Source: an optimization exercise on an open RTL-to-GDS flow (aim: small area). Production flows keep margins and buffers that such runs may drop.
Only simulation tests tie the RTL to the original design; equivalence was not proved.
No activity file was given, so power comes from the tool's default toggle rates.

==> design/flow/run.sh <==
#!/bin/bash
# synth_recipe.tcl (not shown) runs the flow's synth.tcl, then flattens the netlist and writes it again
# the make line also repeats each setting of config.mk as NAME=value (left out here)
make -C /OpenROAD-flow-scripts/flow DESIGN_CONFIG=/design/flow/config.mk WORK_HOME=/design/flow/orfs CLKGATE_MAP_FILE= SYNTH_SCRIPT=/design/flow/synth_recipe.tcl finish
==> design/flow/constraint.sdc <==
create_clock -name core_clock -period 7.0 [get_ports {clk}]
set_input_delay 1.4000 -clock core_clock [delete_from_list [all_inputs] [get_ports {clk}]]
set_output_delay 1.4000 -clock core_clock [all_outputs]
set_load 0.01 [all_outputs]
==> design/flow/config.mk <==
export PLATFORM = sky130hd
export DESIGN_NAME = register_bank
export DESIGN_NICKNAME = register_bank
export VERILOG_FILES = /design/flow/design.v
export SDC_FILE = /design/flow/constraint.sdc
export NUM_CORES = 4
export LEC_CHECK = 0
export CAP_MARGIN = 20
export CORE_MARGIN = 2
export CORE_UTILIZATION = 30
export SETUP_SLACK_MARGIN = 0.2
export SLEW_MARGIN = 20
==> design/flow/design.v <==
module register_bank #(
    parameter int unsigned DATA_W   = 32,
    parameter int unsigned ADDR_W   = 5,
    parameter int unsigned NUM_READ = 2
) (
    input  logic                         clk,
    input  logic                         resetN,
    input  logic [NUM_READ*ADDR_W-1:0]   readAddr,
    output logic [NUM_READ*DATA_W-1:0]   readData,
    output logic [NUM_READ-1:0]          readBusy,
    input  logic                         writeEnable,
    input  logic [ADDR_W-1:0]            writeReg,
    input  logic [DATA_W-1:0]            writeData,
    input  logic                         reserveEnable,
    input  logic [ADDR_W-1:0]            reserveReg,
    input  logic                         flush
);
    localparam int unsigned DEPTH = 2 ** ADDR_W;
    logic [DATA_W-1:0] regs_q [DEPTH];
    logic [DEPTH-1:0]  busy_q;
    logic [DEPTH-1:0]  busy_d;
    logic              write_hit;
    logic              reserve_hit;
    assign write_hit   = writeEnable && (writeReg != '0);
    assign reserve_hit = reserveEnable && (reserveReg != '0);
    always_ff @(posedge clk or negedge resetN) begin
        if (!resetN) begin
            for (int i = 0; i < int'(DEPTH); i++) begin
                regs_q[i] <= '0;
            end
        end else if (write_hit) begin
            regs_q[writeReg] <= writeData;
        end
    end
    always_comb begin
        busy_d = busy_q;
        if (write_hit) begin
            busy_d[writeReg] = 1'b0;
        end
        if (flush) begin
            busy_d = '0;
        end
        if (reserve_hit) begin
            busy_d[reserveReg] = 1'b1;
        end
    end
    always_ff @(posedge clk or negedge resetN) begin
        if (!resetN) begin
            busy_q <= '0;
        end else begin
            busy_q <= busy_d;
        end
    end
    for (genvar p = 0; p < NUM_READ; p++) begin : g_read
        logic [ADDR_W-1:0] addr;
        logic [DATA_W-1:0] data;
        logic              busy;
        assign addr = readAddr[p*ADDR_W +: ADDR_W];
        always_comb begin
            data = regs_q[addr];
            busy = busy_q[addr];
            if (addr == '0) begin
                data = '0;
                busy = 1'b0;
            end
        end
        assign readData[p*DATA_W +: DATA_W] = data;
        assign readBusy[p]                  = busy;
    end
endmodule
==> results.ini, run 1 <==
[outcome]
outcome=complete, no violations

[layout]
area_growth_pct=17.7
layout.cells.non_filler=6780
drive_above_1_share_pct=33.2
final_cell_mix=dfrtp_1, mux2_2, a22oi_1, buf_4, nand2_1
fin_nets=4526
fin_area_um2=60400
final_common_cell=dfrtp_1
final_util_pct=35.6
fill_cells=16600

[floorplanning]
rows=151
die_h_um=418
die_area_um2=174000
start_util_pct=30.3
core-area_um2=170000
die_w_um=418
ioPinCount=123

[drt]
ant_nets=0
vias=46400
totalWireLength_um=260000
first_iter_violations=9207
routedWlPerCell_um=38.4
drc=0
vias_per_cell=6.85
dr.pass1.iters=13

[setup_path]
crit_fanout=9
rrSetupSlack_ns=6.07
critPathCaptureType=output pin
worst_setup_path_start_kind=input port
crit_path_top_delay_cell=clkdlybuf4s50_1
cp_data_arrival_time_ns=5.45
crit_buf_inv=4
crit_type=input port to output pin
cp.required_ns=5.60
path_cells=clkdlybuf4s50_1, nand2b_1, buf_4, nor2_4, buf_4, a22oi_1, nand4_1, a2111oi_0, a21oi_1, clkdlybuf4s50_1
critical_path.max_stage_delay_ns=0.85
critical-path-top-delay-family=buffers and inverters

[yosys]
syn-instance-count=4384
synth-edff-count=0
ys_types=59
syn_nets=4451
synth_area_um2=51300
synthArstFlopShare_pct=100
yosys_register_bits=1024
ys.warnings.count=2
yosysSeqAreaShare_pct=49.9
avgSynthCellArea_um2=11.7
synthFlopType=dfrtp_1

[sta]
fin_ws_ns=0.148
tns_ns=0
slew_headroom_pct=19.4
clock.fmax_mhz=146
skew_ns=0
report.final.slew_viol_count=0
fin_crit_sh_pct=97.9
setup_violations=0
grt_setup_unrepaired=no
worst_hold_slack_ns=0.525
tightest_slew_ns=1.21
final_hold_viol_count=0
min_period_ns=6.85

[place]
place_hpwl_um=158000
dpl_cell_area_um2=56800
gp_congestion=1.00
numPortBuffers=122
placed_cells=6568
pre_cts_slack_ns=0.480

[global_route]
grt_first_pass_wirelength_um=359000
grtUsageTotal_pct=29.0
grt_max_degree=162
busiest_layer=met2
met1_usage_pct=34.6
antenna_found_initial=17
overflow=0
grt_use_met2_pct=41.2
grt_pass1_vias=44800
grt_util_met3_pct=12.0

[clock_network]
h-tree-depth=3
postCtsSetupBuffers=0
cts_buffers=107
cts_tree=yes
root_buffer=clkbuf_16
clockBufferDepth=3
clkTransAtPathRegs_ns=0.06
clock_sinks=1024
cts_resized=0
postCtsHoldBufs=0
clk_latency_ns=0.75

[pwr]
ir_drop_mv=0.198
total_power_mw=16.8
p_leak_nw=25.4
p_per_area_nw_per_um2=278

[hold_path]
hp-class=register to register

[job]
maxCapViolCount=0

final timing paths:
path,startpoint,to,cells after the start
max in group asynchronous,resetN,regs_q[19][28]$_DFFE_PN0P_,3
min in group asynchronous,resetN,busy_q[24]$_DFF_PN0_,1
setup / recovery,readAddr[1],readData[13],10
setup reg to reg,regs_q[26][7]$_DFFE_PN0P_,regs_q[26][7]$_DFFE_PN0P_,1
hold / removal,regs_q[22][4]$_DFFE_PN0P_,regs_q[22][4]$_DFFE_PN0P_,1
hold reg to reg,regs_q[22][4]$_DFFE_PN0P_,regs_q[22][4]$_DFFE_PN0P_,1
sequential cells by signal, indices dropped and copies added, names as in the netlist:
name	flops
regs_q	992
busy_q	32
logic make-up (layout without fill, tap and decap cells):
group	count (synthesis)	after routing	synth area share (%)
compound gates	1177	1177	16.4
flops	1024	1024	49.9
mux	1019	1019	22.7
simple gates	696	696	6.72
buf+inv	452	611	3.85
fa+ha+maj	10	10	0.244
xor+xnor	6	6	0.102
other cells	0	19	0
power breakdown:
group / total (mW) / internal, mW / leakage (nW) / switching (mW)
Clock: 6.10 / 3.46 / 1.80 / 2.64
Sequential: 8.26 / 7.05 / 13.2 / 1.21
Combinational: 2.43 / 1.22 / 10.5 / 1.21
Total: 16.8 / 11.7 / 25.4 / 5.07
layout make-up:
class	count	area [µm²]	share of cell area, %
clock inverters	53	711	1.18
well taps	2218	2780	4.59
flip-flops and latches	1024	25600	42.4
diodes	19	47.5	0.0787
clock buffers	140	2950	4.89
multi-input cells	2908	24400	40.4
inverters	19	71.3	0.118
repair buffers	399	3850	6.36
layer usage:
metal	part of all wire [%]	wire [µm]
met1	35	91200
met2	41	106000
met3	14	37500
met4	9.8	25500
met5	0.040	104
synth_stat cells (all sizes together), types with 39 or more instances:
master | count | area, µm²
nand3 | 77 | 385
buf | 228 | 1130
a21oi | 146 | 731
nor3 | 65 | 350
a222oi | 39 | 390
nand2 | 179 | 672
a22oi | 824 | 6190
dfrtp | 1024 | 25600
nor2 | 157 | 604
clkbuf | 205 | 769
mux2 | 993 | 11200
o21ai | 73 | 365
nand4 | 119 | 744
==> inputs of run 2 (changes only) <==
==> design/flow/design.v (replaced) <==
module register_bank #(
    parameter int unsigned DATA_W   = 32,
    parameter int unsigned ADDR_W   = 5,
    parameter int unsigned NUM_READ = 2
) (
    input  logic                         clk,
    input  logic                         resetN,
    input  logic [NUM_READ*ADDR_W-1:0]   readAddr,
    output logic [NUM_READ*DATA_W-1:0]   readData,
    output logic [NUM_READ-1:0]          readBusy,
    input  logic                         writeEnable,
    input  logic [ADDR_W-1:0]            writeReg,
    input  logic [DATA_W-1:0]            writeData,
    input  logic                         reserveEnable,
    input  logic [ADDR_W-1:0]            reserveReg,
    input  logic                         flush
);
    localparam int unsigned DEPTH = 2 ** ADDR_W;
    logic [DATA_W-1:0] regs_q [DEPTH];
    logic [DEPTH-1:0]  valid_q;
    logic [DEPTH-1:0]  busy_q;
    logic [DEPTH-1:0]  wsel;
    logic [DEPTH-1:0]  rsel;
    always_comb begin
        wsel = '0;
        rsel = '0;
        if (writeEnable) wsel[writeReg] = 1'b1;
        if (reserveEnable) rsel[reserveReg] = 1'b1;
    end
    for (genvar i = 1; i < DEPTH; i++) begin : g_reg
        always_ff @(posedge clk) begin
            if (wsel[i]) regs_q[i] <= writeData;
        end
        always_ff @(posedge clk or negedge resetN) begin
            if (!resetN) begin
                valid_q[i] <= 1'b0;
                busy_q[i]  <= 1'b0;
            end else begin
                if (wsel[i]) valid_q[i] <= 1'b1;
                busy_q[i] <= rsel[i] | (busy_q[i] & ~flush & ~wsel[i]);
            end
        end
    end
    assign regs_q[0]  = '0;
    assign valid_q[0] = 1'b0;
    assign busy_q[0]  = 1'b0;
    localparam int unsigned NGRP = DEPTH / 3;    
    for (genvar p = 0; p < NUM_READ; p++) begin : g_read
        logic [ADDR_W-1:0] addr;
        logic [DEPTH-1:0]  dec;
        logic [DEPTH-1:0]  dsel;
        logic [DATA_W-1:0] data;
        logic              busy;
        assign addr = readAddr[p*ADDR_W +: ADDR_W];
        always_comb begin
            for (int i = 0; i < int'(DEPTH); i++) begin
                dec[i]  = (addr == ADDR_W'(i)) && (i != 0);
                dsel[i] = dec[i] & valid_q[i];
            end
        end
        for (genvar b = 0; b < DATA_W; b++) begin : g_bit
            logic [DEPTH/3:0] t;    
            for (genvar g = 0; g < int'(NGRP); g++) begin : g_grp
                rb_aoi222 u_aoi (
                    .a0(dsel[3*g+1]), .b0(regs_q[3*g+1][b]),
                    .a1(dsel[3*g+2]), .b1(regs_q[3*g+2][b]),
                    .a2(dsel[3*g+3]), .b2(regs_q[3*g+3][b]),
                    .y (t[g])
                );
            end
            for (genvar k = 3*NGRP+1; k < int'(DEPTH); k++) begin : g_rest
                rb_nand2 u_nand (.a(dsel[k]), .b(regs_q[k][b]), .y(t[NGRP + k - 3*NGRP - 1]));
            end
            rb_nand_wide #(.N(DEPTH/3 + 1)) u_or (.t(t), .y(data[b]));
        end
        assign busy = |(dec & busy_q);
        assign readData[p*DATA_W +: DATA_W] = data;
        assign readBusy[p]                  = busy;
    end
endmodule
module rb_aoi222 (
    input  logic a0, b0, a1, b1, a2, b2,
    output logic y
);
    assign y = ~((a0 & b0) | (a1 & b1) | (a2 & b2));
endmodule
module rb_nand2 (
    input  logic a, b,
    output logic y
);
    assign y = ~(a & b);
endmodule
module rb_nand_wide #(
    parameter int unsigned N = 11
) (
    input  logic [N-1:0] t,
    output logic         y
);
    assign y = ~&t;
endmodule
--- a/design/flow/config.mk
+++ b/design/flow/config.mk
@@ -10,3 +10,5 @@
 export CORE_UTILIZATION = 30
+export CTS_BUF_LIST = sky130_fd_sc_hd__clkbuf_2 sky130_fd_sc_hd__clkbuf_4 sky130_fd_sc_hd__clkbuf_8
 export SETUP_SLACK_MARGIN = 0.2
 export SLEW_MARGIN = 20
+export SYNTH_HIERARCHICAL = 1
==> run 2 against run 1 <==
Net effect: largest cell class unchanged; global-route usage down 7.9 points; setup slack better by 0.24 ns; maximum frequency up 3.7%; die area down 18%; total power down 21%; still clean; area after synthesis down 18%; critical path depth down 2; core utilization up 0.32 points; largest power group unchanged; clock-buffer cell count up 79; critical endpoint is now readData[21]; flip-flop and latch count up 30; clock power down 17%; final cell count down 29%.
==> results.ini, run 2 <==
[yosys]
synth_area_leaders=edfxtp_1, a222oi_1, dfrtp_1, nand4_1, nand3_1
ys_top_cells_by_count=edfxtp_1, a222oi_1, nand4_1
synthFlopType=edfxtp_1
synthArstFlopShare_pct=5.88  ; -94 points
synth_area_um2=42000  ; -18%
synth.top_cell.area_share_pct=71.0  ; +21 points
syn-instance-count=2409  ; -45%
yosysTopAreaCell=edfxtp_1
avgSynthCellArea_um2=17.4  ; +49%
synth_most_common_cell=edfxtp_1
yosys_register_bits=1054  ; +2.9%
ys.warnings.count=15  ; +13
synth-edff-count=992  ; +992
syn_nets=2474  ; -44%
ys_types=58  ; -1.7%
yosysSeqAreaShare_pct=74.7  ; +25 points

[setup_path]
cp_data_arrival_time_ns=5.21  ; -0.24 ns
crit_fanout=32  ; +23
startpoint=readAddr[3]
r2r-start=busy_q[29]$_DFF_PN0_
path_cells=clkdlybuf4s50_1, inv_1, nor2_1, and3_2, a222oi_1, nand3_1, or3_1, clkdlybuf4s50_1
cp_common_cell=clkdlybuf4s50_1
crit_type=input port to output pin
cp.required_ns=5.60  ; about the same
crit_path_top_delay_cell=and3_2
critical_path.max_stage_delay_ns=0.91  ; +0.06 ns
worst_setup_path_start_kind=input port
critical-path-top-delay-family=simple AND/OR/NAND/NOR gates
critPathCaptureType=output pin
crit_buf_inv=3  ; -1

[drt]
totalWireLength_um=156000  ; -40%
highest_layer=met5
routedWlPerCell_um=32.5  ; -15%
ant_nets=0  ; unchanged
vias_per_cell=6.55  ; -4.3%
dr.pass1.iters=13  ; unchanged
wl_met1_um=57900  ; -37%
wl_met3_um=23500  ; -37%
first_iter_violations=7733  ; -16%
route.met2.wl_um=66800  ; -37%
drc=0  ; unchanged
vias=31400  ; -32%

[clock_network]
postCtsHoldBufs=0  ; unchanged
h-tree-depth=4  ; +1
cts_buffers=161  ; +50%
clk_latency_ns=0.87  ; +0.12 ns
cts_tree=yes
clockBufferDepth=3  ; unchanged
cts_resized=0  ; unchanged
root_buffer=clkbuf_8
clkTransAtPathRegs_ns=0.06  ; about the same
clock_sinks=1054  ; +2.9%
postCtsSetupBuffers=0  ; unchanged

[hold_path]
hold_path.startpoint=valid_q[12]$_DFFE_PN0P_
hp-class=register to register

[sta]
tightest_slew_ns=1.18  ; -0.0299 ns
skew_ns=0  ; unchanged
worst_hold_slack_ns=0.473  ; -0.0520 ns
fin_ws_ns=0.390  ; +0.242 ns
report.final.slew_viol_count=0  ; unchanged
tns_ns=0  ; unchanged
final_hold_viol_count=0  ; unchanged
setup_violations=0  ; unchanged
grt_setup_unrepaired=no
slew_headroom_pct=21.4  ; +2.0 points
clock.fmax_mhz=151  ; +3.7%
min_period_ns=6.61  ; -0.242 ns
fin_crit_sh_pct=94.4  ; -3.5 points

[layout]
fill_cells=13200  ; -20%
regMostFlops=regs_q
fin_nets=2850  ; -37%
drive_above_1_share_pct=16.5  ; -17 points
layout.cells.non_filler=4795  ; -29%
largest_register_ffs=992  ; unchanged
area_growth_pct=19.2
fin_area_um2=50000  ; -17%
reg.largest.list=regs_q: 992 flops, busy_q: 31 flops, valid_q: 31 flops
final_cell_mix=edfxtp_1, a222oi_1, clkbuf_8, nand4_1, clkdlybuf4s50_1
final_util_pct=35.9  ; +0.32 points
final_common_cell=edfxtp_1

[place]
numPortBuffers=122  ; unchanged
pre_cts_slack_ns=0.576  ; +0.0964 ns
gp_congestion=0.920  ; -8.3%
placed_cells=4496  ; -32%
place_hpwl_um=93100  ; -41%
dpl_cell_area_um2=46900  ; -17%

[pwr]
pwr-share-comb_pct=8.0  ; -6.5 points
p_leak_nw=15.7  ; -38%
p_per_area_nw_per_um2=265  ; -4.6%
power.switching_mw=3.23  ; -36%
power.share.clock_pct=38.2  ; +1.9 points
seqPwrFrac_pct=53.9  ; +4.7 points
total_power_mw=13.3  ; -21%
internal-power_mw=10.0  ; -15%
swShare_pct=24.4  ; -5.8 points
ir_drop_mv=0.136  ; -31%

[global_route]
overflow=0  ; unchanged
grt_max_degree=63  ; -61%
grt_pass1_vias=29800  ; -34%
grt_first_pass_wirelength_um=217000  ; -40%
grtUsageTotal_pct=21.1  ; -7.9 points
antenna_found_initial=5  ; -12

[floorplanning]
rows=137  ; -9.3%
ioPinCount=123  ; unchanged
die_h_um=378  ; -9.5%
die_w_um=378  ; -9.5%
core-area_um2=139000  ; -18%
start_util_pct=30.2  ; -0.098 points
die_area_um2=143000  ; -18%

[outcome]
outcome=complete, no violations

[job]
maxCapViolCount=0  ; unchanged

run 2: cell count changes after synthesis, moves of 68 or more:
cell      before  now
dfrtp_1     1024   62
mux2_2       928    2
buf_2        201    8
a22oi_1      824    2
edfxtp_1       0  992
a21oi_1      146    7
nand2_1      179   79
o21ai_0       69    1
nor2_1       151   40
clkbuf_1     205   16
a222oi_1      39  640
run 2: modules after synthesis (local to each module, per instance), excerpt:
module / times used / area (µm²) / flip-flops and latches / cells
rb_nand2: 64 / 3.75 / 0 / 1
rb_aoi222: 640 / 10.0 / 0 / 1
register_bank: 1 / 33800 / 1054 / 1449
run 2: routing by layer:
layer,global-route usage (%),vias to the layer above
met5,0,-
met4,9.87,2
met3,5.92,438
met2,30.7,2842
met1,28.9,15800
li1,-,12400
run 2: worst reg2reg max path: cells and delay by family (launching register included):
| kind | cells | cell delay, ns |
|---|---|---|
| flops | 1 | 0.47 |
| buf+inv | 1 | 0.07 |
| compound gates | 1 | 0.27 |
run 2: worst paths after layout:
path / endpoint / slack [ns] / depth (start not counted)
max reg2reg: busy_q[29]$_DFF_PN0_ / 6.09 / 2
max: readData[21] / 0.39 / 8
max in group asynchronous: valid_q[16]$_DFFE_PN0P_ / 5.71 / 2
min in group asynchronous: busy_q[23]$_DFF_PN0_ / 0.70 / 2
min reg2reg: valid_q[12]$_DFFE_PN0P_ / 0.47 / 1
min: valid_q[12]$_DFFE_PN0P_ / 0.47 / 1
run 2: cells by family after synthesis:
| group | share of synthesized area (%) |
|---|---|
| buf+inv | 0.641 |
| compound gates | 16.7 |
| simple gates | 7.48 |
| mux | 0.101 |
| fa+ha+maj | 0.238 |
| xor+xnor | 0.167 |
| flops | 74.7 |
run 2: final cells by class:
class,instances,area [µm²],share of cell area [%]
clock buffers,219,2730,5.45
well taps,1876,2350,4.69
clock inverters,72,397,0.793
repair buffers,241,2380,4.75
inverters,37,139,0.278
flip-flops and latches,1054,31300,62.7
multi-input cells,1290,10700,21.4
diodes,6,15.0,0.0300
run 2: power groups by stage:
| stage | clock network, mW | registers [mW] | logic [mW] |
|---|---|---|---|
| after floorplan | 0 | 7.24 | 0.386 |
| after global placement | 0 | 7.26 | 1.02 |
| after detailed placement | 0 | 7.27 | 1.03 |
| after CTS | 5.11 | 7.14 | 1.03 |
| after global routing | 5.38 | 7.15 | 1.09 |
| final | 5.06 | 7.14 | 1.05 |
==> inputs of run 3 (changes only) <==
--- a/design/flow/config.mk
+++ b/design/flow/config.mk
@@ -9,4 +9,5 @@
 export CORE_MARGIN = 2
-export CORE_UTILIZATION = 30
+export CORE_UTILIZATION = 50
 export CTS_BUF_LIST = sky130_fd_sc_hd__clkbuf_2 sky130_fd_sc_hd__clkbuf_4 sky130_fd_sc_hd__clkbuf_8
+export GPL_TIMING_DRIVEN = 0
 export SETUP_SLACK_MARGIN = 0.2
==> run 3 against run 2 <==
Net effect: final area increased by 1.3%; via count increased by 0.79%; non-clock buffer count increased by 19; largest power group unchanged; register-to-register slack got worse by 0.13 ns; highest routed layer is now met4; synthesized cell count unchanged; setup slack got worse by 0.28 ns; critical path depth increased by 1; sequential share of layout area decreased by 0.80 points; die area decreased by 40%.
==> results.ini, run 3 <==
[yosys]
yosysSeqAreaShare_pct=74.7  ; unchanged
synth_area_leaders=edfxtp_1, a222oi_1, dfrtp_1, nand4_1, nand3_1
avgSynthCellArea_um2=17.4  ; unchanged
synth_area_um2=42000  ; unchanged
synthFlopType=edfxtp_1
synth_most_common_cell=edfxtp_1
synth.top_cell.area_share_pct=71.0  ; unchanged
ys_top_cells_by_count=edfxtp_1, a222oi_1, nand4_1
ys.warnings.count=15  ; unchanged
synthArstFlopShare_pct=5.88  ; unchanged
yosysTopAreaCell=edfxtp_1
ys_types=58  ; unchanged
syn_nets=2474  ; unchanged
syn-instance-count=2409  ; unchanged
yosys_register_bits=1054  ; unchanged
synth-edff-count=992  ; unchanged

[place]
place_hpwl_um=103000  ; +11%
pre_cts_slack_ns=0.0204  ; -0.556 ns
dpl_cell_area_um2=47500  ; +1.3%
placed_cells=3719  ; -17%
numPortBuffers=119  ; -2.5%
gp_congestion=0.953  ; +3.6%

[clock_network]
cts_buffers=169  ; +5.0%
cts_tree=yes
clkTransAtPathRegs_ns=0.06  ; about the same
root_buffer=clkbuf_8
h-tree-depth=4  ; unchanged
clk_latency_ns=0.86  ; about the same
clock_sinks=1054  ; unchanged
clockBufferDepth=3  ; unchanged

[drt]
drc=0  ; unchanged
routedWlPerCell_um=39.7  ; +22%
dr.pass1.iters=11  ; -2
vias=31700  ; +0.79%
ant_nets=0  ; unchanged
first_iter_violations=8105  ; +4.8%
vias_per_cell=7.87  ; +20%
totalWireLength_um=160000  ; +2.7%

[sta]
slew_headroom_pct=24.0  ; +2.7 points
report.final.slew_viol_count=0  ; unchanged
final_hold_viol_count=0  ; unchanged
tns_ns=0  ; unchanged
clock.fmax_mhz=145  ; -4.1%
grt_setup_unrepaired=yes
min_period_ns=6.89  ; +0.284 ns
skew_ns=0  ; unchanged
setup_violations=0  ; unchanged
fin_ws_ns=0.105  ; -0.284 ns
fin_crit_sh_pct=98.5  ; +4.1 points
tightest_slew_ns=1.14  ; -0.0402 ns

[layout]
final_cell_mix=edfxtp_1, a222oi_1, clkbuf_8, nand4_1, clkdlybuf4s50_1
area_growth_pct=20.7
fin_nets=2877  ; +0.95%
final_util_pct=60.7  ; +25 points
drive_above_1_share_pct=17.7  ; +1.2 points
final_common_cell=edfxtp_1
layout.cells.non_filler=4024  ; -16%
regMostFlops=regs_q
reg.largest.list=regs_q: 992 flops, busy_q: 31 flops, valid_q: 31 flops
largest_register_ffs=992  ; unchanged
fin_area_um2=50700  ; +1.3%

[setup_path]
cp_common_cell=clkdlybuf4s50_1
path_cells=clkdlybuf4s50_1, buf_2, nor3b_1, and3_2, buf_16, a222oi_1, nand4_1, or3_1, clkdlybuf4s50_1
crit_type=input port to output pin
crit_path_top_delay_cell=nor3b_1
critical_path.max_stage_delay_ns=0.89  ; -0.02 ns
critical-path-top-delay-family=simple AND/OR/NAND/NOR gates
cp.required_ns=5.60  ; about the same
critPathCaptureType=output pin
cp_data_arrival_time_ns=5.49  ; +0.28 ns
crit_buf_inv=4  ; +1
worst_setup_path_start_kind=input port
crit_fanout=17  ; -47%

[hold_path]
hp-class=input port to asynchronous set/reset pin

[floorplanning]
ioPinCount=123  ; unchanged
rows=106  ; -23%
die_h_um=294  ; -22%
start_util_pct=50.3  ; +20 points
core-area_um2=83400  ; -40%
die_w_um=294  ; -22%
die_area_um2=86300  ; -40%

[global_route]
overflow=0  ; unchanged
grt_first_pass_wirelength_um=223000  ; +2.8%
grt_max_degree=51  ; -19%
grtUsageTotal_pct=36.7  ; +16 points
grt_pass1_vias=31400  ; +5.3%
antenna_found_initial=4  ; -1

[pwr]
ir_drop_mv=0.209  ; +54%
p_per_area_nw_per_um2=263  ; -0.67%
p_leak_nw=16.3  ; +3.3%

[job]
maxCapViolCount=0  ; unchanged

[outcome]
outcome=complete, no violations

run 3: worst reg2reg max path, stage by stage (launching register included):
cell and delay, ns:
dfrtp_1 0.54, inv_1 0.10, o32ai_1 0.29
run 3: worst paths after layout:
check	start	to	slack, ns	cells past startpoint
max in group asynchronous	resetN	valid_q[18]$_DFFE_PN0P_	6.02	2
hold / removal	resetN	valid_q[21]$_DFFE_PN0P_	0.42	1
min in group core_clock	valid_q[23]$_DFFE_PN0P_	valid_q[23]$_DFFE_PN0P_	0.48	1
setup / recovery	readAddr[9]	readData[58]	0.11	9
setup reg to reg	busy_q[5]$_DFF_PN0_	busy_q[5]$_DFF_PN0_	5.96	2
hold reg to reg	valid_q[23]$_DFFE_PN0P_	valid_q[23]$_DFFE_PN0P_	0.48	1
run 3: logic make-up after synthesis:
| family | synth area share (%) |
|---|---|
| AO/OA/AOI/OAI | 16.7 |
| XOR/XNOR | 0.167 |
| adder cells (fa/ha/maj) | 0.238 |
| buffers and inverters | 0.641 |
| flip-flops | 74.7 |
| multiplexers | 0.101 |
| AND/OR/NAND/NOR | 7.48 |
run 3: power breakdown:
part | internal [mW] | leakage, nW | switching, mW
clock network | 2.69 | 1.70 | 2.42
logic | 0.387 | 4.84 | 0.694
registers | 7.06 | 9.72 | 0.0889
total | 10.1 | 16.3 | 3.20
run 3: routing by layer:
| layer | wire length (µm) | track usage, % |
|---|---|---|
| met5 | 0 | 0 |
| met3 | 23900 | 10.1 |
| met4 | 10900 | 22.3 |
| met2 | 70700 | 54.8 |
| met1 | 54500 | 48.2 |
run 3: Yosys stat by module (local to each module, per instance), excerpt:
module / area, µm² / flip-flops and latches
rb_aoi222: 10.0 / 0
rb_nand2: 3.75 / 0
register_bank: 33800 / 1054
run 3: through the flow:
stage	hold slack [ns]	total power, mW
floorplan	0.439	7.63
global placement	0.452	8.23
detailed placement	0.460	8.33
CTS	0.364	13.4
global route	0.402	13.7
finish	0.415	13.3
run 3: final cells by class:
class	instances	area (µm²)
Multi-Input combinational cell	1290	10700
Inverter	37	139
Tap cell	1080	1350
Sequential cell	1054	31300
Fill cell	6079	32800
Clock inverter	66	390
Antenna cell	4	10.0
Buffer	28	135
Clock buffer	233	2830
Timing Repair Buffer	232	3750
run 3: repair_timing:
item,4_1_cts,5_1_grt
endpoints found under the hold margin,0,0
hold buffers,0,0
gates resized for setup,3,13
setup buffers,0,0
cloned,0,0
setup endpoints to repair,41,25
pin swaps,1,1
==> inputs of run 4 (changes only) <==
--- a/design/flow/config.mk
+++ b/design/flow/config.mk
@@ -9,5 +9,3 @@
 export CORE_MARGIN = 2
-export CORE_UTILIZATION = 50
-export CTS_BUF_LIST = sky130_fd_sc_hd__clkbuf_2 sky130_fd_sc_hd__clkbuf_4 sky130_fd_sc_hd__clkbuf_8
-export GPL_TIMING_DRIVEN = 0
+export CORE_UTILIZATION = 30
 export SETUP_SLACK_MARGIN = 0.2
==> run 4 against run 3 <==
Net effect: still clean on timing, DRC and antenna; synthesized cell count is the same; first-iteration DRC count shrank 2.5%; final cell count grew 16%; largest power group unchanged.
==> results.ini, run 4 <==
[layout]
final_common_cell=edfxtp_1
regMostFlops=regs_q
area_growth_pct=19.7
final_cell_mix=edfxtp_1, a222oi_1, nand4_1, clkdlybuf4s50_1, clkbuf_16
fill_cells=13100  ; +120%
reg.largest.list=regs_q: 992 flops, busy_q: 31 flops, valid_q: 31 flops
fin_area_um2=50200  ; -0.83%
drive_above_1_share_pct=13.7  ; -4.0 points
fin_nets=2789  ; -3.1%
largest_register_ffs=992  ; unchanged

[pwr]
internal-power_mw=10.6  ; +4.6%
p_leak_nw=15.7  ; -3.3%
pwr-share-comb_pct=7.6  ; -0.5 points
power.switching_mw=3.21  ; +0.18%
total_power_mw=13.8  ; +3.5%
p_per_area_nw_per_um2=275  ; +4.4%
swShare_pct=23.2  ; -0.77 points
seqPwrFrac_pct=51.7  ; -1.9 points
ir_drop_mv=0.202  ; -3.3%
power.share.clock_pct=40.7  ; +2.4 points

[job]
maxCapViolCount=0  ; unchanged

[setup_path]
r2r-start=busy_q[29]$_DFF_PN0_
path_cells=clkdlybuf4s50_1, inv_1, nor2_1, and3_2, a222oi_1, nand3_1, or3_1, clkdlybuf4s50_1
rrSetupSlack_ns=6.11  ; +0.15 ns
startpoint=readAddr[3]
cp_common_cell=clkdlybuf4s50_1
crit_path_top_delay_cell=and3_2
cp_data_arrival_time_ns=5.25  ; -0.24 ns
critPathCaptureType=output pin
cp-endpoint=readData[21]
critical_path.max_stage_delay_ns=0.93  ; +0.04 ns
crit_fanout=32  ; +15
r2r_end=busy_q[29]$_DFF_PN0_
worst_setup_path_start_kind=input port
crit_type=input port to output pin
cp.required_ns=5.60  ; about the same
rr_worst_depth=2  ; unchanged

[floorplanning]
die_w_um=378  ; +29%
rows=137  ; +29%
core-area_um2=139000  ; +67%
die_area_um2=143000  ; +66%
start_util_pct=30.2  ; -20 points
die_h_um=378  ; +29%
ioPinCount=123  ; unchanged

[sta]
min_period_ns=6.65  ; -0.240 ns
tightest_slew_ns=1.23  ; +0.0887 ns
skew_ns=0  ; unchanged
slew_headroom_pct=18.1  ; -5.9 points
clock.fmax_mhz=150  ; +3.6%
final_hold_viol_count=0  ; unchanged
fin_crit_sh_pct=95.1  ; -3.4 points
setup_violations=0  ; unchanged
report.final.slew_viol_count=0  ; unchanged
tns_ns=0  ; unchanged
grt_setup_unrepaired=no

[drt]
ant_nets=0  ; unchanged
first_iter_violations=7902  ; -2.5%
routedWlPerCell_um=32.9  ; -17%
drc=0  ; unchanged
totalWireLength_um=154000  ; -3.5%
dr.pass1.iters=13  ; +2
vias=30900  ; -2.5%
vias_per_cell=6.59  ; -16%

[yosys]
syn_nets=2474  ; unchanged
ys_top_cells_by_count=edfxtp_1, a222oi_1, nand4_1
synth_area_um2=42000  ; unchanged
syn-instance-count=2409  ; unchanged
synthFlopType=edfxtp_1
synth_area_leaders=edfxtp_1, a222oi_1, dfrtp_1, nand4_1, nand3_1
synth-edff-count=992  ; unchanged
ys_types=58  ; unchanged
synth_most_common_cell=edfxtp_1
yosys_register_bits=1054  ; unchanged
avgSynthCellArea_um2=17.4  ; unchanged
synthArstFlopShare_pct=5.88  ; unchanged
yosysTopAreaCell=edfxtp_1
yosysSeqAreaShare_pct=74.7  ; unchanged
synth.top_cell.area_share_pct=71.0  ; unchanged
ys.warnings.count=15  ; unchanged

[global_route]
antenna_found_initial=3  ; -1
grt_use_met2_pct=30.9  ; -24 points
grt_util_met3_pct=5.25  ; -4.9 points
grt_first_pass_wirelength_um=215000  ; -3.4%
grt_pass1_vias=29100  ; -7.4%
overflow=0  ; unchanged
busiest_layer=met2
met1_usage_pct=29.2  ; -19 points
grtUsageTotal_pct=20.8  ; -16 points
grt_max_degree=63  ; +24%

[clock_network]
h-tree-depth=3  ; -1
clock_sinks=1054  ; unchanged
root_buffer=clkbuf_16
cts_buffers=100  ; -41%
postCtsHoldBufs=0  ; unchanged
clk_latency_ns=0.70  ; -0.16 ns
clkTransAtPathRegs_ns=0.06  ; about the same
cts_resized=0  ; -3
clockBufferDepth=3  ; unchanged
postCtsSetupBuffers=0  ; unchanged
cts_tree=yes

[place]
dpl_cell_area_um2=46900  ; -1.3%
gp_congestion=0.920  ; -3.5%
numPortBuffers=122  ; +2.5%
place_hpwl_um=93100  ; -10%

[hold_path]
hp-class=register to register

[outcome]
outcome=complete, no violations

-- run 4: cell counts after synthesis --
No cell type changed its count.
-- run 4: logic make-up after synthesis --
family	count (synthesis)	synth area share, %
DFF	1054	74.7
AOI/OAI and AO/OA	718	16.7
and+or+nand+nor	552	7.48
buffers and inverters	65	0.641
xor gates and xnor gates	8	0.167
adders and majority gates	8	0.238
muxes	4	0.101
-- run 4: per-stage QoR --
stage / utilization (%) / cells / setup slack (ns) / hold slack, ns
finish: 36.1 / 4685 / 0.345 / 0.475
CTS: 36.1 / 4682 / 0.553 / 0.473
floorplan: - / 2409 / 2.17 / 0.439
global placement: 33.7 / 4494 / 0.587 / 0.452
global route: 36.1 / 4685 / 0.365 / 0.485
detailed placement: 33.7 / 4496 / 0.576 / 0.457
-- run 4: worst min-delay path by stage --
stage                                  startpoint                 endpoint  slack, ns  cells after the start
final                     valid_q[12]$_DFFE_PN0P_  valid_q[12]$_DFFE_PN0P_       0.47                      1
after global placement    valid_q[24]$_DFFE_PN0P_  valid_q[24]$_DFFE_PN0P_       0.45                      1
after global routing      valid_q[13]$_DFFE_PN0P_  valid_q[13]$_DFFE_PN0P_       0.49                      1
after detailed placement  valid_q[11]$_DFFE_PN0P_  valid_q[11]$_DFFE_PN0P_       0.46                      1
after floorplan           valid_q[16]$_DFFE_PN0P_  valid_q[16]$_DFFE_PN0P_       0.44                      1
after CTS                 valid_q[11]$_DFFE_PN0P_  valid_q[11]$_DFFE_PN0P_       0.47                      1
-- run 4: critical path: cells and delay by family --
family,cells,cell delay (ns)
buffers and inverters,3,1.58
AND/OR/NAND/NOR,4,1.95
AO/OA/AOI/OAI,1,0.27
-- run 4: modules after synthesis (local to each module, per instance), a selection --
module         copies in the design  cell area (µm²)  cells  flops+latches
rb_aoi222                       640             10.0      1              0
rb_nand2                         64             3.75      1              0
register_bank                     1            33800   1449           1054
-- run 4: layout make-up --
class	count	area, µm²	area share [%]
inverters	37	139	0.276
flip-flops and latches	1054	31300	62.4
clock inverters	72	785	1.56
multi-input cells	1290	10700	21.3
clock buffers	114	2580	5.13
well taps	1876	2350	4.67
repair buffers	241	2380	4.74
diodes	1	2.50	0.00498
-- run 4: metal layers --
layer  wire [µm]  part of all wire (%)
met5          13                0.0084
met4        6280                   4.1
met3       22400                    15
met2       67500                    44
met1       58100                    38
-- run 4: power groups by stage --
stage	logic, mW	registers, mW	clock network [mW]
finish	1.05	7.14	5.62
global route	1.09	7.15	5.91
CTS	1.03	7.14	5.66
detailed placement	1.03	7.27	0
global placement	1.02	7.26	0
floorplan	0.386	7.24	0
==> inputs of run 5 (changes only) <==
==> design/flow/flow/run.sh (new file) <==
#!/bin/bash
# Own layout flow: the standard ORFS flow, with three changes to how the
# layout is made (the design, clock period and constraints are untouched):
#  - ports are buffered with the smallest buffer (repair may upsize it),
#  - the clock tree uses clkbuf_8 in sink clusters of up to 16 and no
#    dummy loads,
#  - non-critical gates are downsized after global routing.
# Each ORFS step writes its full log under orfs/logs; make's own output goes
# to standard.log in this folder.
set -euo pipefail
export BUFFER_PORTS_ARGS="-buffer_cell sky130_fd_sc_hd__buf_1"
export CTS_ARGS="-sink_clustering_enable -repair_clock_nets -buf_list {sky130_fd_sc_hd__clkbuf_8} -sink_clustering_size 16 -sink_clustering_max_diameter 50 -dont_use_dummy_load"
export RECOVER_POWER=100
bash standard.sh > standard.log 2>&1
==> design/flow/standard.sh (new file) <==
#!/bin/bash
# synth_recipe.tcl (not shown) runs the flow's synth.tcl, then flattens the netlist and writes it again
# the make line also repeats each setting of config.mk as NAME=value (left out here)
make -C /OpenROAD-flow-scripts/flow DESIGN_CONFIG=/design/flow/config.mk WORK_HOME=/design/flow/orfs CLKGATE_MAP_FILE= SYNTH_SCRIPT=/design/flow/synth_recipe.tcl "${@:-finish}"
removed: design/flow/run.sh
==> run 5 against run 4 <==
Net effect: the layout now fails its checks (capacitance limit, slew limit); clock skew unchanged; setup slack improved by 0.053 ns; sequential share of layout area increased by 4.4 points; largest cell class unchanged; sequential power about the same.
==> results.ini, run 5 <==
[setup_path]
crit_buf_inv=2  ; -1
cp_data_arrival_time_ns=5.20  ; -0.05 ns
path_depth=7  ; -1
crit_fanout=22  ; -31%
cp.required_ns=5.60  ; about the same
r2r_end=busy_q[29]$_DFF_PN0_
critPathCaptureType=output pin
path_cells=clkbuf_1, nor3b_1, and3_1, a222oi_1, nand4_1, or3_1, buf_1
worst_setup_path_start_kind=input port
crit_path_top_delay_cell=and3_1
crit_type=input port to output pin
rrSetupSlack_ns=6.07  ; -0.04 ns
startpoint=readAddr[6]
r2r-start=busy_q[29]$_DFF_PN0_
critical-path-top-delay-family=simple AND/OR/NAND/NOR gates
critical_path.max_stage_delay_ns=1.40  ; +0.47 ns
cp-endpoint=readData[60]
rr_worst_depth=2  ; unchanged

[sta]
final_hold_viol_count=0  ; unchanged
report.final.slew_viol_count=1380  ; +1380
fin_crit_sh_pct=94.3  ; -0.76 points
tns_ns=0  ; unchanged
skew_ns=0  ; unchanged
fin_ws_ns=0.398  ; +0.0530 ns
grt_setup_unrepaired=no
slew_headroom_pct=-141  ; -160 points
worst_hold_slack_ns=0.482  ; +0.00744 ns
clock.fmax_mhz=151  ; +0.80%
min_period_ns=6.60  ; -0.0530 ns
tightest_slew_ns=3.61  ; +2.39 ns
setup_violations=0  ; unchanged

[floorplanning]
rows=137  ; unchanged
core-area_um2=139000  ; unchanged
ioPinCount=123  ; unchanged
start_util_pct=30.2  ; unchanged
die_h_um=378  ; unchanged
die_area_um2=143000  ; unchanged
die_w_um=378  ; unchanged

[yosys]
avgSynthCellArea_um2=17.4  ; unchanged
synth_area_um2=42000  ; unchanged
synth.top_cell.area_share_pct=71.0  ; unchanged
ys_top_cells_by_count=edfxtp_1, a222oi_1, nand4_1
synth_most_common_cell=edfxtp_1
ys.warnings.count=15  ; unchanged
synthFlopType=edfxtp_1
synth-edff-count=992  ; unchanged
syn_nets=2474  ; unchanged
synthArstFlopShare_pct=5.88  ; unchanged
yosysSeqAreaShare_pct=74.7  ; unchanged
yosys_register_bits=1054  ; unchanged
yosysTopAreaCell=edfxtp_1
ys_types=58  ; unchanged
synth_area_leaders=edfxtp_1, a222oi_1, dfrtp_1, nand4_1, nand3_1
syn-instance-count=2409  ; unchanged

[layout]
reg.largest.list=regs_q: 992 flops, busy_q: 31 flops, valid_q: 31 flops
final_common_cell=edfxtp_1
fin_nets=2787  ; -0.072%
drive_above_1_share_pct=8.82  ; -4.9 points
regMostFlops=regs_q
largest_register_ffs=992  ; unchanged
layout.cells.non_filler=4603  ; -1.8%
area_growth_pct=11.9
final_cell_mix=edfxtp_1, a222oi_1, nand4_1, buf_1, clkbuf_8

[clock_network]
postCtsHoldBufs=0  ; unchanged
clkTransAtPathRegs_ns=0.06  ; about the same
cts_tree=yes
postCtsSetupBuffers=0  ; unchanged
cts_resized=0  ; unchanged
cts_buffers=98  ; -2.0%
root_buffer=clkbuf_8
h-tree-depth=3  ; unchanged
clk_latency_ns=0.72  ; +0.02 ns
clockBufferDepth=3  ; unchanged
clock_sinks=1054  ; unchanged

[place]
placed_cells=4498  ; +0.044%
gp_congestion=0.928  ; +0.89%
place_hpwl_um=92100  ; -1.1%
numPortBuffers=122  ; unchanged
pre_cts_slack_ns=0.926  ; +0.350 ns

[drt]
vias_per_cell=6.71  ; +1.8%
ant_nets=0  ; unchanged
totalWireLength_um=154000  ; about the same
drc=0  ; unchanged
dr.pass1.iters=14  ; +1
routedWlPerCell_um=33.5  ; +1.8%
first_iter_violations=8176  ; +3.5%
vias=30900  ; +0.026%

[global_route]
grt_max_degree=63  ; unchanged
grtUsageTotal_pct=20.8  ; -0.022 points
grt_first_pass_wirelength_um=215000  ; -0.21%
antenna_found_initial=5  ; +2
overflow=0  ; unchanged
grt_pass1_vias=29200  ; +0.41%

[job]
maxCapViolCount=47  ; +47

[pwr]
p_leak_nw=14.2  ; -9.9%
ir_drop_mv=0.134  ; -34%
p_per_area_nw_per_um2=241  ; -12%
total_power_mw=11.3  ; -18%

[outcome]
outcome=finished with violations
so.violations=capacitance limit, slew limit

[hold_path]
hp-class=register to register

-- run 5: per-module statistics from Yosys (local to each module, per instance), excerpt --
module	copies in the design	flip-flops and latches	cells inside
rb_aoi222	640	0	1
rb_nand2	64	0	1
register_bank	1	1054	1449
-- run 5: area by class of cell --
type	count	area (µm²)
Antenna cell	7	17.5
Multi-Input combinational cell	1290	10600
Inverter	37	139
Tap cell	1876	2350
Fill cell	13500	92200
Timing Repair Buffer	241	1180
Clock buffer	98	1350
Sequential cell	1054	31300
-- run 5: cells by family (layout without fill, tap and decap cells) --
group / after synthesis / in the layout / share of synthesized area (%)
other: 0 / 7 / 0
buffers and inverters: 65 / 376 / 0.641
DFF: 1054 / 1054 / 74.7
AOI/OAI and AO/OA: 718 / 718 / 16.7
adders and majority gates: 8 / 8 / 0.238
muxes: 4 / 4 / 0.101
and+or+nand+nor: 552 / 552 / 7.48
xor gates and xnor gates: 8 / 8 / 0.167
-- run 5: stage by stage --
step / util [%] / area [µm²]
6_report: 33.7 / 47000
5_1_grt: 33.7 / 47000
4_1_cts: 34.0 / 47300
3_5_place_dp: 33.0 / 45900
3_3_place_gp: 33.0 / 45900
2_1_floorplan: - / 42000
-- run 5: layer usage --
metal / vias to the layer above / share of wire (%) / global-route usage, %
met5: - / 0.0091 / 0
met1: 15600 / 37 / 29.2
met4: 4 / 4.7 / 8.86
li1: 12100 / - / -
met3: 361 / 15 / 5.68
met2: 2811 / 43 / 30.1
-- run 5: worst min path at each step --
stage               depth (start not counted)                       to                     from
finish                                      1  valid_q[29]$_DFFE_PN0P_  valid_q[29]$_DFFE_PN0P_
detailed placement                          1  valid_q[31]$_DFFE_PN0P_  valid_q[31]$_DFFE_PN0P_
CTS                                         1  valid_q[29]$_DFFE_PN0P_  valid_q[29]$_DFFE_PN0P_
global placement                            1  valid_q[12]$_DFFE_PN0P_  valid_q[12]$_DFFE_PN0P_
floorplan                                   1  valid_q[16]$_DFFE_PN0P_  valid_q[16]$_DFFE_PN0P_
global route                                1  valid_q[29]$_DFFE_PN0P_  valid_q[29]$_DFFE_PN0P_
-- run 5: worst reg2reg max path: cells and delay by family, from the launching register on --
family / cells / cell delay (ns)
DFF: 1 / 0.46
AOI/OAI and AO/OA: 1 / 0.27
buffers and inverters: 1 / 0.07
-- run 5: report_power, final --
group / internal, mW / switching, mW / total [mW]
Clock: 1.24 / 1.99 / 3.23
Combinational: 0.239 / 0.689 / 0.929
Sequential: 7.06 / 0.0887 / 7.15
==> inputs of run 6 (changes only) <==
--- a/design/flow/flow/run.sh
+++ b/design/flow/flow/run.sh
@@ -4,3 +4,3 @@
 #  - ports are buffered with the smallest buffer (repair may upsize it),
-#  - the clock tree uses clkbuf_8 in sink clusters of up to 16 and no
+#  - the clock tree uses clkbuf_16 in sink clusters of up to 25 and no
 #    dummy loads,
@@ -11,3 +11,3 @@
 export BUFFER_PORTS_ARGS="-buffer_cell sky130_fd_sc_hd__buf_1"
-export CTS_ARGS="-sink_clustering_enable -repair_clock_nets -buf_list {sky130_fd_sc_hd__clkbuf_8} -sink_clustering_size 16 -sink_clustering_max_diameter 50 -dont_use_dummy_load"
+export CTS_ARGS="-sink_clustering_enable -repair_clock_nets -buf_list {sky130_fd_sc_hd__clkbuf_16} -sink_clustering_size 25 -sink_clustering_max_diameter 60 -dont_use_dummy_load"
 export RECOVER_POWER=100
==> run 6 against run 5 <==
Net effect: still fails the layout checks on capacitance limit, slew limit; wire length down 0.36%; global-route usage down 0.10 points; maximum frequency fell by 0.65%; critical path type unchanged; largest cell class unchanged; largest power group unchanged.
==> results.ini, run 6 <==
[global_route]
overflow=0  ; unchanged
antenna_found_initial=6  ; +1
grtUsageTotal_pct=20.7  ; -0.10 points
grt_pass1_vias=29000  ; -0.57%
grt_max_degree=63  ; unchanged
grt_first_pass_wirelength_um=214000  ; -0.37%

[setup_path]
crit_buf_inv=2  ; unchanged
rr_worst_depth=2  ; unchanged
critical_path.max_stage_delay_ns=1.40  ; about the same
r2r-start=busy_q[29]$_DFF_PN0_
rrSetupSlack_ns=6.07  ; about the same
r2r_end=busy_q[29]$_DFF_PN0_
path_depth=7  ; unchanged
crit_type=input port to output pin
critPathCaptureType=output pin
critical-path-top-delay-family=simple AND/OR/NAND/NOR gates
path_cells=clkbuf_1, nor3b_1, and3_1, a222oi_1, nand4_1, or3_1, buf_1
cp.required_ns=5.60  ; about the same
crit_path_top_delay_cell=and3_1
cp_data_arrival_time_ns=5.25  ; +0.05 ns
worst_setup_path_start_kind=input port
crit_fanout=22  ; unchanged

[clock_network]
clk_latency_ns=0.62  ; -0.10 ns
cts_buffers=68  ; -31%
clkTransAtPathRegs_ns=0.08  ; +0.02 ns
cts_tree=yes
cts_resized=0  ; unchanged
postCtsSetupBuffers=0  ; unchanged
h-tree-depth=3  ; unchanged
clockBufferDepth=3  ; unchanged
clock_sinks=1054  ; unchanged
postCtsHoldBufs=0  ; unchanged
root_buffer=clkbuf_16

[drt]
totalWireLength_um=154000  ; -0.36%
vias=30800  ; -0.38%
drc=0  ; unchanged
dr.pass1.iters=10  ; -4
vias_per_cell=6.73  ; +0.32%
ant_nets=0  ; unchanged
first_iter_violations=7945  ; -2.8%
routedWlPerCell_um=33.6  ; +0.34%

[floorplanning]
core-area_um2=139000  ; unchanged
rows=137  ; unchanged
die_h_um=378  ; unchanged
ioPinCount=123  ; unchanged
die_area_um2=143000  ; unchanged
die_w_um=378  ; unchanged
start_util_pct=30.2  ; unchanged

[hold_path]
hp-class=register to register
whs_path_depth=1  ; unchanged
hold_path.startpoint=valid_q[31]$_DFFE_PN0P_
holdPathEnd=valid_q[31]$_DFFE_PN0P_

[layout]
fill_cells=13500  ; -0.28%
area_growth_pct=12.7
layout.area.seq_um2=31300  ; unchanged
reg.largest.list=regs_q: 992 flops, busy_q: 31 flops, valid_q: 31 flops
final_cell_mix=edfxtp_1, a222oi_1, nand4_1, buf_1, nand3_1
regMostFlops=regs_q
drive_above_1_share_pct=7.84  ; -0.98 points
final_common_cell=edfxtp_1
largest_register_ffs=992  ; unchanged
layout.cells.non_filler=4571  ; -0.70%
final_util_pct=34.0  ; +0.25 points
fin_nets=2757  ; -1.1%
multi_input_area_um2=10600  ; unchanged

[sta]
tightest_slew_ns=3.65  ; +0.0358 ns
min_period_ns=6.65  ; +0.0435 ns
worst_hold_slack_ns=0.480  ; -0.00225 ns
slew_headroom_pct=-143  ; -2.4 points
fin_crit_sh_pct=94.9  ; +0.62 points
tns_ns=0  ; unchanged
grt_setup_unrepaired=no
final_hold_viol_count=0  ; unchanged
clock.fmax_mhz=150  ; -0.65%
skew_ns=0  ; unchanged
report.final.slew_viol_count=1473  ; +6.7%
setup_violations=0  ; unchanged

[place]
numPortBuffers=122  ; unchanged
placed_cells=4498  ; unchanged
place_hpwl_um=92100  ; unchanged
gp_congestion=0.928  ; unchanged

[yosys]
syn_nets=2474  ; unchanged
yosysSeqAreaShare_pct=74.7  ; unchanged
synth_area_um2=42000  ; unchanged
synth-edff-count=992  ; unchanged
synthFlopType=edfxtp_1
ys.warnings.count=15  ; unchanged
ys_types=58  ; unchanged
synth_most_common_cell=edfxtp_1
yosysTopAreaCell=edfxtp_1
yosys_register_bits=1054  ; unchanged
syn-instance-count=2409  ; unchanged
ys_top_cells_by_count=edfxtp_1, a222oi_1, nand4_1
synth_area_leaders=edfxtp_1, a222oi_1, dfrtp_1, nand4_1, nand3_1
synthArstFlopShare_pct=5.88  ; unchanged
avgSynthCellArea_um2=17.4  ; unchanged
synth.top_cell.area_share_pct=71.0  ; unchanged

[pwr]
ir_drop_mv=0.151  ; +12%
total_power_mw=11.8  ; +4.4%
p_leak_nw=14.3  ; +0.97%
p_per_area_nw_per_um2=250  ; +3.7%

[outcome]
so.violations=capacitance limit, slew limit
outcome=finished with violations

[job]
maxCapViolCount=51  ; +8.5%

-- run 6: cell counts after synthesis --
Identical to the previous run, type by type.
-- run 6: cell families after synthesis --
logic type      share of synthesized area (%)
flops                                    74.7
compound gates                           16.7
simple gates                             7.48
buf+inv                                 0.641
xor+xnor                                0.167
fa+ha+maj                               0.238
mux                                     0.101
-- run 6: worst max-delay path by stage --
stage,startpoint,to,slack (ns)
4_1_cts,readAddr[1],readData[4],0.93
5_1_grt,readAddr[6],readData[34],0.42
6_report,readAddr[6],readData[60],0.35
3_5_place_dp,readAddr[1],readData[4],0.93
3_3_place_gp,readAddr[1],readData[17],1.04
2_1_floorplan,readAddr[4],readData[0],2.17
-- run 6: per-layer routing --
metal | routed length, µm | track usage, % | vias to the layer above | part of all wire [%]
met5 | 13 | 0 | - | 0.0085
met4 | 7450 | 8.19 | 2 | 4.8
met3 | 23900 | 5.67 | 356 | 16
met2 | 65300 | 30.1 | 2815 | 42
met1 | 57100 | 29.1 | 15500 | 37
li1 | - | - | 12100 | -
-- run 6: per-stage QoR --
stage	area (µm²)	worst slack (ns)
final	47300	0.355
after global routing	47300	0.424
after CTS	47600	0.930
after detailed placement	45900	0.926
after global placement	45900	1.04
after floorplan	42000	2.17
-- run 6: power by group --
| part | internal (mW) | switching (mW) | total [mW] |
|---|---|---|---|
| Combinational | 0.239 | 0.697 | 0.936 |
| Clock | 1.73 | 2.00 | 3.72 |
| Sequential | 7.06 | 0.0869 | 7.15 |
| Total | 9.03 | 2.78 | 11.8 |
-- run 6: layout make-up --
class,count,share of cell area [%]
flip-flops and latches,1054,66.2
multi-input cells,1290,22.4
well taps,1876,4.96
clock buffers,68,3.60
repair buffers,241,2.50
inverters,37,0.294
diodes,5,0.0264
-- run 6: modules after synthesis, one instance, submodules excluded, excerpt --
module         times used  flops+latches
rb_aoi222             640              0
rb_nand2               64              0
register_bank           1           1054
==> inputs of run 7 (changes only) <==
--- a/design/flow/design.v
+++ b/design/flow/design.v
@@ -18,2 +18,7 @@
     localparam int unsigned DEPTH = 2 ** ADDR_W;
+    localparam int unsigned LO_W  = 2;
+    localparam int unsigned HI_W  = ADDR_W - LO_W;
+    localparam int unsigned NLO   = 2 ** LO_W;
+    localparam int unsigned NHI   = 2 ** HI_W;
+    localparam int unsigned NGRP  = (DEPTH - 1) / 3;    
     logic [DATA_W-1:0] regs_q [DEPTH];
@@ -23,9 +28,17 @@
     logic [DEPTH-1:0]  rsel;
-    always_comb begin
-        wsel = '0;
-        rsel = '0;
-        if (writeEnable) wsel[writeReg] = 1'b1;
-        if (reserveEnable) rsel[reserveReg] = 1'b1;
-    end
+    function automatic logic [NLO-1:0] dec_lo_n(input logic [ADDR_W-1:0] a);
+        for (int j = 0; j < int'(NLO); j++) dec_lo_n[j] = (a[LO_W-1:0] != LO_W'(j));
+    endfunction
+    function automatic logic [NHI-1:0] dec_hi_n(input logic [ADDR_W-1:0] a, input logic en);
+        for (int k = 0; k < int'(NHI); k++) dec_hi_n[k] = !(en && (a[ADDR_W-1:LO_W] == HI_W'(k)));
+    endfunction
+    logic [NLO-1:0] wlo_n, rlo_n;
+    logic [NHI-1:0] whi_n, rhi_n;
+    assign wlo_n = dec_lo_n(writeReg);
+    assign whi_n = dec_hi_n(writeReg, writeEnable);
+    assign rlo_n = dec_lo_n(reserveReg);
+    assign rhi_n = dec_hi_n(reserveReg, reserveEnable);
     for (genvar i = 1; i < DEPTH; i++) begin : g_reg
+        rb_nor2 u_wsel (.a(wlo_n[i % NLO]), .b(whi_n[i / NLO]), .y(wsel[i]));
+        rb_nor2 u_rsel (.a(rlo_n[i % NLO]), .b(rhi_n[i / NLO]), .y(rsel[i]));
         always_ff @(posedge clk) begin
@@ -46,5 +59,8 @@
     assign busy_q[0]  = 1'b0;
-    localparam int unsigned NGRP = DEPTH / 3;    
+    assign wsel[0]    = 1'b0;
+    assign rsel[0]    = 1'b0;
     for (genvar p = 0; p < NUM_READ; p++) begin : g_read
         logic [ADDR_W-1:0] addr;
+        logic [NLO-1:0]    lo_n;
+        logic [NHI-1:0]    hi_n;
         logic [DEPTH-1:0]  dec;
@@ -52,12 +68,13 @@
         logic [DATA_W-1:0] data;
-        logic              busy;
         assign addr = readAddr[p*ADDR_W +: ADDR_W];
-        always_comb begin
-            for (int i = 0; i < int'(DEPTH); i++) begin
-                dec[i]  = (addr == ADDR_W'(i)) && (i != 0);
-                dsel[i] = dec[i] & valid_q[i];
-            end
+        assign lo_n = dec_lo_n(addr);
+        assign hi_n = dec_hi_n(addr, 1'b1);
+        assign dec[0]  = 1'b0;
+        assign dsel[0] = 1'b0;
+        for (genvar i = 1; i < DEPTH; i++) begin : g_sel
+            assign dec[i] = ~(lo_n[i % NLO] | hi_n[i / NLO]);
+            rb_and3 u_dsel (.a(~lo_n[i % NLO]), .b(~hi_n[i / NLO]), .c(valid_q[i]), .y(dsel[i]));
         end
         for (genvar b = 0; b < DATA_W; b++) begin : g_bit
-            logic [DEPTH/3:0] t;    
+            logic [NGRP:0] t;    
             for (genvar g = 0; g < int'(NGRP); g++) begin : g_grp
@@ -70,10 +87,7 @@
             end
-            for (genvar k = 3*NGRP+1; k < int'(DEPTH); k++) begin : g_rest
-                rb_nand2 u_nand (.a(dsel[k]), .b(regs_q[k][b]), .y(t[NGRP + k - 3*NGRP - 1]));
-            end
-            rb_nand_wide #(.N(DEPTH/3 + 1)) u_or (.t(t), .y(data[b]));
+            rb_nand2 u_last (.a(dsel[DEPTH-1]), .b(regs_q[DEPTH-1][b]), .y(t[NGRP]));
+            rb_nand_wide #(.N(NGRP + 1)) u_or (.t(t), .y(data[b]));
         end
-        assign busy = |(dec & busy_q);
         assign readData[p*DATA_W +: DATA_W] = data;
-        assign readBusy[p]                  = busy;
+        assign readBusy[p]                  = |(dec & busy_q);
     end
@@ -92,2 +106,14 @@
 endmodule
+module rb_nor2 (
+    input  logic a, b,
+    output logic y
+);
+    assign y = ~(a | b);
+endmodule
+module rb_and3 (
+    input  logic a, b, c,
+    output logic y
+);
+    assign y = a & b & c;
+endmodule
 module rb_nand_wide #(
==> design/flow/flow/run.sh (replaced) <==
#!/bin/bash
# Own layout flow: the standard ORFS flow (standard.sh), with two changes
# to how the layout is made; the design, clock period and constraints are
# untouched:
#  - ports are buffered with the smallest buffer (repair may upsize it),
#  - the clock tree uses clkbuf_8 in sink clusters of up to 16 and no dummy
#    loads.
# Each ORFS step writes its full log under orfs/logs; make's own output goes
# to standard.log in this folder.
set -euo pipefail
export BUFFER_PORTS_ARGS="-buffer_cell sky130_fd_sc_hd__buf_1"
export CTS_ARGS="-sink_clustering_enable -repair_clock_nets -buf_list {sky130_fd_sc_hd__clkbuf_8} -sink_clustering_size 16 -sink_clustering_max_diameter 50 -dont_use_dummy_load"
bash standard.sh > standard.log 2>&1
==> run 7 against run 6 <==
Net effect: the run now finishes clean; clock skew unchanged; sequential power decreased by 1%; global-route usage rose by 2.1 points; worst hold slack improved by 0.0054 ns; clock-buffer cell count grew 20; non-clock buffer count rose by 19; largest cell class unchanged.
==> results.ini, run 7 <==
[setup_path]
path_cells=buf_1, inv_1, nor3_1, and3_2, a222oi_1, nand4_1, or3_1, buf_1
critical_path.max_stage_delay_ns=1.13  ; -0.27 ns
crit_path_top_delay_cell=and3_2
critPathCaptureType=output pin
cp_data_arrival_time_ns=4.81  ; -0.44 ns
crit_fanout=32  ; +45%
critical-path-top-delay-family=simple AND/OR/NAND/NOR gates
worst_setup_path_start_kind=input port
crit_buf_inv=3  ; +1
cp.required_ns=5.60  ; about the same
crit_type=input port to output pin
cp_common_cell=buf_1

[yosys]
synth_most_common_cell=edfxtp_1
synthSimpleGateAreaFrac_pct=8.27  ; +0.79 points
synth_xor_area_share_pct=0  ; -0.17 points
synthFlopType=edfxtp_1
synth_area_um2=41800  ; -0.52%
synth_fa_ha_area_share_pct=0  ; -0.24 points
synth_top_family_by_area=compound AO/OA/AOI/OAI gates
synth.mux.area_fraction_pct=0.668  ; +0.57 points
synth_area_leaders=edfxtp_1, a222oi_1, dfrtp_1, nand4_1, and3_1
avgSynthCellArea_um2=17.5  ; +0.57%
yosysSeqAreaShare_pct=75.1  ; +0.39 points
synth.top_cell.area_share_pct=71.3  ; +0.37 points
syn-instance-count=2383  ; -1.1%
yosys_register_bits=1054  ; unchanged
synthArstFlopShare_pct=5.88  ; unchanged
syn_nets=2440  ; -1.4%
synth_compound_area_share_pct=15.8  ; -0.93 points
ys_types=44  ; -24%
yosysTopAreaCell=edfxtp_1
ys_top_cells_by_count=edfxtp_1, a222oi_1, nand4_1
synth-edff-count=992  ; unchanged
ys.warnings.count=15  ; unchanged

[layout]
regMostFlops=regs_q
reg.largest.list=regs_q: 992 flops, busy_q: 31 flops, valid_q: 31 flops
largest_register_ffs=992  ; unchanged
fin_area_um2=47100  ; -0.40%
drive_above_1_share_pct=15.1  ; +7.3 points
area_growth_pct=12.9
fin_nets=2776  ; +0.69%
final_cell_mix=edfxtp_1, a222oi_1, nand4_1, buf_4, buf_1
final_common_cell=edfxtp_1

[drt]
drc=0  ; unchanged
totalWireLength_um=169000  ; +10%
ant_nets=0  ; unchanged
routedWlPerCell_um=37.4  ; +11%
vias_per_cell=7.01  ; +4.2%
dr.pass1.iters=13  ; +3
vias=31700  ; +3.0%
first_iter_violations=9080  ; +14%

[clock_network]
clockBufferDepth=3  ; unchanged
cts_tree=yes
postCtsSetupBuffers=0  ; unchanged
postCtsHoldBufs=0  ; unchanged
cts_buffers=88  ; +29%
clock_sinks=1054  ; unchanged
h-tree-depth=3  ; unchanged
clk_latency_ns=0.75  ; +0.13 ns
cts_resized=0  ; unchanged
clkTransAtPathRegs_ns=0.08  ; about the same
root_buffer=clkbuf_8

[floorplanning]
die_h_um=377  ; -0.26%
core-area_um2=138000  ; -0.97%
rows=136  ; -0.73%
start_util_pct=30.3  ; +0.14 points
die_area_um2=142000  ; -0.51%
ioPinCount=123  ; unchanged
die_w_um=377  ; -0.26%

[pwr]
p_leak_nw=14.7  ; +2.8%
p_per_area_nw_per_um2=233  ; -6.6%
ir_drop_mv=0.134  ; -11%

[sta]
slew_headroom_pct=17.9  ; +160 points
grt_setup_unrepaired=no
setup_violations=0  ; unchanged
tns_ns=0  ; unchanged
min_period_ns=6.21  ; -0.437 ns
tightest_slew_ns=1.23  ; -2.42 ns
skew_ns=0  ; unchanged
clock.fmax_mhz=161  ; +7.0%
final_hold_viol_count=0  ; unchanged
report.final.slew_viol_count=0  ; -100%
fin_crit_sh_pct=88.7  ; -6.2 points

[place]
place_hpwl_um=103000  ; +11%
gp_congestion=0.934  ; +0.59%
numPortBuffers=122  ; unchanged
dpl_cell_area_um2=45900  ; about the same

[job]
maxCapViolCount=0  ; -100%

[global_route]
grt_pass1_vias=30100  ; +3.7%
grt_first_pass_wirelength_um=229000  ; +6.9%
overflow=0  ; unchanged
grtUsageTotal_pct=22.8  ; +2.1 points
grt_max_degree=63  ; unchanged
antenna_found_initial=12  ; +6

[outcome]
outcome=complete, no violations

[hold_path]
hp-class=register to register

[run 7: area by class of cell]
class / instances / area [µm²]
clock buffers: 88 / 1210
repair buffers: 260 / 1670
inverters: 3 / 11.3
flip-flops and latches: 1054 / 31300
diodes: 6 / 15.0
well taps: 1794 / 2240
multi-input cells: 1312 / 10600
fillers: 13100 / 90700
[run 7: routing by layer]
layer / GRT usage [%] / vias up / wire [µm]
met3: 8.31 / 476 / 30400
li1: - / 12000 / -
met4: 9.71 / 6 / 7480
met2: 32.7 / 3375 / 71000
met1: 30.9 / 15800 / 60200
met5: 0.206 / - / 34
[run 7: cells by family after synthesis]
family / after synthesis
buf+inv: 17
mux: 25
simple gates: 623
compound gates: 664
flops: 1054
[run 7: where the power goes]
group	internal [mW]	switching (mW)	leakage [nW]	total, mW
Sequential	7.00	0.0616	9.72	7.06
Clock	1.12	1.97	0.633	3.10
Combinational	0.227	0.598	4.35	0.826
Total	8.35	2.63	14.7	11.0
[run 7: final timing paths]
path,start,end,slack [ns],cells past startpoint
max,readAddr[4],readData[21],0.79,8
min,valid_q[4]$_DFFE_PN0P_,valid_q[4]$_DFFE_PN0P_,0.49,1
max reg2reg,busy_q[12]$_DFF_PN0_,busy_q[12]$_DFF_PN0_,6.01,2
min reg2reg,valid_q[4]$_DFFE_PN0P_,valid_q[4]$_DFFE_PN0P_,0.49,1
max in group asynchronous,resetN,busy_q[18]$_DFF_PN0_,5.58,2
min in group asynchronous,resetN,valid_q[28]$_DFFE_PN0P_,0.82,2
[run 7: metrics by stage]
| step | utilization [%] | setup WS (ns) | hold slack (ns) | power [mW] | instances |
|---|---|---|---|---|---|
| 2_1_floorplan | - | 2.39 | 0.445 | 7.52 | 2383 |
| 3_3_place_gp | 33.3 | 1.14 | 0.460 | 7.99 | 4422 |
| 3_5_place_dp | 33.3 | 1.04 | 0.464 | 8.00 | 4423 |
| 4_1_cts | 34.2 | 1.03 | 0.488 | 10.9 | 4511 |
| 5_1_grt | 34.2 | 0.800 | 0.503 | 11.2 | 4516 |
| 6_report | 34.2 | 0.792 | 0.485 | 11.0 | 4517 |
[run 7: Yosys stat by module (local to each module, per instance), a selection]
module / flops+latches / cells inside / copies in the design
register_bank: 1054 / 1299 / 1
rb_nor2: 0 / 1 / 62
rb_nand2: 0 / 1 / 64
rb_and3: 0 / 1 / 62
rb_aoi222: 0 / 1 / 640

separate check: timing with driven ports:
No port has a modelled driver above. Below, the same layouts with a new extraction and two added sets of constraints.
Step 1: set_driving_cell puts a clkbuf_16 on clk and a buf_2 on each other input, an assumption about the parent block.
Step 2 times the ports against the registers' clock, not the clock port: input delays grow and output delays shrink by t, the midpoint of the rising clock arrivals with the driver on.
Slacks: no drivers / after step 1 / after step 2; pairs: no drivers / after step 1.
| run | t, ns | setup slack, ns | latest minus earliest clock arrival (ns) | slew at the worst register clock pin (ns) |
|---|---|---|---|---|
| run 1 | 0.850 | 0.148 / 0.076 / 0.076 | 0.066 / 0.066 | 0.07 / 0.07 |
| run 2 | 0.935 | 0.390 / 0.364 / 0.364 | 0.036 / 0.036 | 0.07 / 0.07 |
| run 3 | 0.905 | 0.105 / 0.078 / 0.078 | 0.037 / 0.037 | 0.07 / 0.07 |
| run 4 | 0.780 | 0.345 / 0.318 / 0.318 | 0.029 / 0.029 | 0.07 / 0.07 |
| run 5 | 0.852 | 0.398 / 0.375 / -0.149 | 0.117 / 0.117 | 0.10 / 0.10 |
| run 6 | 0.698 | 0.355 / 0.331 / -0.035 | 0.092 / 0.092 | 0.10 / 0.10 |
| run 7 | 0.837 | 0.792 / 0.759 / 0.759 | 0.100 / 0.100 | 0.11 / 0.11 |
The setup slack of run 5, which loses most, moves by -0.023 ns with the drivers and by -0.547 ns with both steps.
